Source: an optimization exercise on an open RTL-to-GDS flow (aim: small area, a short achievable clock period and few clock cycles per item). Production flows keep margins and buffers that such runs may drop.
RTL that was checked went through simulation tests only; none was proved equivalent to the original.

## run A
==> flow/design.v (excerpt) <==
module stick_deadzone_conditioner_top (
  input  logic        clk_i,
  input  logic        rst_ni,
  input  logic        start_i,
  output logic        busy_o,
  input  logic [15:0] raw_x_i,
  input  logic [15:0] raw_y_i,
  output logic        done_o,
  output logic [15:0] out_x_o,
  output logic [15:0] out_y_o,
  input  logic        cfg_we_i,
  input  logic [1:0]  cfg_idx_i,
  input  logic [14:0] cfg_wdata_i
);
  logic [1:0]  mode_q;
  logic [14:0] scale_q;
  logic [14:0] zone_q;
  always_ff @(posedge clk_i or negedge rst_ni) begin
    if (!rst_ni) begin
      mode_q  <= 2'd0;
      scale_q <= 15'd32767;
      zone_q  <= 15'd0;
    end else if (cfg_we_i) begin
      case (cfg_idx_i)
        2'd0: mode_q  <= cfg_wdata_i[1:0];
        2'd1: scale_q <= cfg_wdata_i;
        2'd2: zone_q  <= cfg_wdata_i;
        default: ;
      endcase
    end
  end
  assign busy_o = 1'b0;
  logic        is2;
  logic [14:0] zeff;
  logic [15:0] dd_q;
  logic [14:0] zeff_q, deff_q;
  assign is2     = (mode_q == 2'd2);
  assign zeff    = (is2 || (mode_q == 2'd1)) ? zone_q : 15'd0;
  always_ff @(posedge clk_i) begin
    zeff_q <= zeff;
    dd_q   <= {1'b0, scale_q} - {1'b0, zeff};
    deff_q <= (dd_q[15] || (dd_q == 16'd0)) ? 15'd1 : dd_q[14:0];
  end
  logic        we1_q, we2_q;
  logic [3:0]  r_sh;
  logic [30:0] r_q;
  always_ff @(posedge clk_i or negedge rst_ni) begin
    if (!rst_ni) begin
      we1_q <= 1'b0;
      we2_q <= 1'b0;
    end else begin
      we1_q <= cfg_we_i;
      we2_q <= we1_q;
    end
  end
  logic [14:0] ohs_q, zsh_q;
  logic [29:0] zshw;
  assign zshw = {15'd0, zeff_q} << r_sh;
  assign ohs_q = 15'd1 << r_sh;
  always_ff @(posedge clk_i) begin
    zsh_q <= zshw[14:0];
  end
  sdc_recip u_recip (
    .clk_i   (clk_i),
    .rst_ni  (rst_ni),
    .start_i (we2_q),
    .dd_i    (dd_q),
    .sh_o    (r_sh),
    .q_o     (r_q)
  );
  logic        v0_q, xs0_q, ys0_q;
  logic [14:0] u0x_q, u0y_q;
  always_ff @(posedge clk_i) begin
    v0_q <= start_i & rst_ni;
  end
  always_ff @(posedge clk_i) begin
    u0x_q <= raw_x_i[14:0] ^ {15{raw_x_i[15]}};
    u0y_q <= raw_y_i[14:0] ^ {15{raw_y_i[15]}};
  ...
==> flow/config.mk <==
export PLATFORM = sky130hd
export DESIGN_NAME = stick_deadzone_conditioner_top
export DESIGN_NICKNAME = stick_deadzone_conditioner_top
export VERILOG_FILES = /design/flow/design.v
export SDC_FILE = /design/flow/constraint.sdc
export NUM_CORES = 4
export LEC_CHECK = 0
export CAP_MARGIN = 20
export CORE_MARGIN = 2
export CORE_UTILIZATION = 50
export CTS_CLUSTER_DIAMETER = 100
export CTS_CLUSTER_SIZE = 24
export PLACE_DENSITY = 0.65
export SLEW_MARGIN = 20
==> flow/constraint.sdc <==
create_clock -name core_clock -period 10.0 [get_ports {clk_i}]
set_input_delay 2.0000 -clock core_clock [delete_from_list [all_inputs] [get_ports {clk_i}]]
set_output_delay 2.0000 -clock core_clock [all_outputs]
set_load 0.01 [all_outputs]
run.sh (not shown) runs the stock make flow with config.mk's settings and CLKGATE_MAP_FILE= SYNTH_SCRIPT=/design/flow/synth_recipe.tcl, a recipe that flattens the netlist after the stock synthesis.
Run A completed every stage of the flow, and the final layout passed the timing, DRC and antenna checks.
Testbench counts of run A, summed over its fixed seeds: cycles 17,336, items 16,384.
### run A -> run B
Settings: CORE_UTILIZATION changed from 50 to 45; PLACE_DENSITY changed from 0.65 to 0.5.
[summary]
Highest cell delay on the worst timing path for run B: 400 ps down relative to run A. Diff run A -> run B | number of antenna violations at the first check in global routing | decrease of 8. Summary of the comparison: post-place setup slack is lower in run B, relative to run A. Compared run B vs run A, and floorplan die area is up in run B. The run showing the smaller final critical-path setup slack is run B. Run B completed end to end with timing, DRC and antenna clean.

========
Setup of R:
Another version of the RTL of stick_deadzone_conditioner_top (not shown whole).
Size in the first run: roughly 87 I/O pins, ~0.13 sq mm of cells after synthesis.
clock: 10.0 ns
lec_check: 0
cap_margin: 20
core_margin: 2
core_utilization: 45
cts_cluster_diameter: 100
cts_cluster_size: 24
place_density: 0.6
slew_margin: 20
> inputs changed (R -> Q)
--- a/flow/config.mk
+++ b/flow/config.mk
@@ -11,2 +11,2 @@
-export CTS_CLUSTER_DIAMETER = 100
-export CTS_CLUSTER_SIZE = 24
+export CTS_CLUSTER_DIAMETER = 120
+export CTS_CLUSTER_SIZE = 30
--- outcome ---
- Changes observed in Q relative to R: worst setup slack shows a reduction of 0.054 ns; post-route cell area has decreased; first-iteration DRC count shows a reduction of 231.
Function was not checked in any run of this note: the RTL went through the layout flow alone.

========
amber:
stick_deadzone_conditioner_top, a different RTL version from the one above (not shown whole).
For scale: about 3,200 flip-flops.
Settings: LEC_CHECK=0, CAP_MARGIN=20, CORE_MARGIN=2, CORE_UTILIZATION=45, CTS_CLUSTER_DIAMETER=100, CTS_CLUSTER_SIZE=24, PLACE_DENSITY=0.6, SLEW_MARGIN=50; clock period 10.0 ns.
Testbench counts of amber, summed over its fixed seeds: cycles 17,336, items 16,384.
Inputs modified between amber and fjord:
# amber
export LEC_CHECK = 0
export CAP_MARGIN = 20
export CORE_MARGIN = 2
export CORE_UTILIZATION = 45
export CTS_CLUSTER_DIAMETER = 100
export CTS_CLUSTER_SIZE = 24
export PLACE_DENSITY = 0.6
export SLEW_MARGIN = 50
create_clock -name core_clock -period 10.0 [get_ports {clk_i}]
# fjord
export LEC_CHECK = 0
export CAP_MARGIN = 50
export CORE_MARGIN = 2
export CORE_UTILIZATION = 45
export CTS_CLUSTER_DIAMETER = 100
export CTS_CLUSTER_SIZE = 24
export PLACE_DENSITY = 0.6
export SLEW_MARGIN = 85
create_clock -name core_clock -period 10.0 [get_ports {clk_i}]
Notes after the runs:
- fjord closes out successfully: all stages finished, all timing, DRC and antenna checks passed.
- The higher total number of nets in the final design of amber and fjord is in fjord.
- Re critical path depth: fjord is 16 up on amber.
- Of the two values seen for cell class ranked first by area, sequential cells was produced by amber and multi-input combinational cells by fjord.
- Compared to amber, fjord has worst setup slack 5.70 ns lower.
- Register fraction of the total cell area | fjord below amber

========
Starting RTL as in the previous note.
make LEC_CHECK=0 CAP_MARGIN=20 CORE_MARGIN=2 CORE_UTILIZATION=45 CTS_CLUSTER_DIAMETER=100 CTS_CLUSTER_SIZE=24 PLACE_DENSITY=0.6 SLEW_MARGIN=70 finish   # period 10.0 ns
The first run ran to the end with no violations.
Testbench counts at the start, summed over its fixed seeds: cycles 17,336, items 16,384.
Change:
SLEW_MARGIN = 20   (was 70)
The changed run completed and failed the layout checks on antenna rules.
Synthesized cell count does not change.
Global-route usage hardly moves.
Cell count is lower slightly.
Die area does not change.
Count of clock-buffer cells in the layout drops by 5.
Sequential cell count stays the same.

==> what the ideal ports hide <==
No port has a modelled driver above. Below, the same layouts with a new extraction and two added sets of constraints. Step 1, drivers: a clkbuf_16 drives clk_i and a buf_2 each remaining input, both assumed. Step 2 moves the port delays by t, midway between the first and last clock arrival at a register: inputs arrive t later, outputs are due t later. That takes back most of the time a late clock gives input paths. a / b / c = no drivers / after step 1 / after step 2; a / b = the first two.
| run | t, ns | setup WS [ns] | worst setup path at the end | worst register clock-pin slew, ns | worst slew at a driven data input, ns |
|---|---|---|---|---|---|
| run A | 0.937 | 5.945 / 5.945 / 5.945 | register to register | 0.10 / 0.10 | 0.11 |
| run B | 0.979 | 5.907 / 5.907 / 5.907 | register to register | 0.10 / 0.10 | 0.05 |
| R | 0.951 | 5.847 / 5.752 / 6.168 | register to register | 0.11 / 0.11 | 0.07 |
| Q | 0.946 | 5.793 / 5.696 / 6.207 | register to register | 0.12 / 0.12 | 0.07 |
| amber | 0.952 | 6.133 / 6.044 / 6.133 | register to register | 0.10 / 0.10 | 0.07 |
| fjord | 0.950 | 0.436 / 0.436 / 0.436 | register to register | 0.10 / 0.10 | 0.06 |
| the first run of note 4 | 0.957 | 6.095 / 5.990 / 6.229 | register to register | 0.10 / 0.10 | 0.07 |
| the second run of note 4 | 0.956 | 5.981 / 5.974 / 5.981 | register to register | 0.10 / 0.10 | 0.06 |
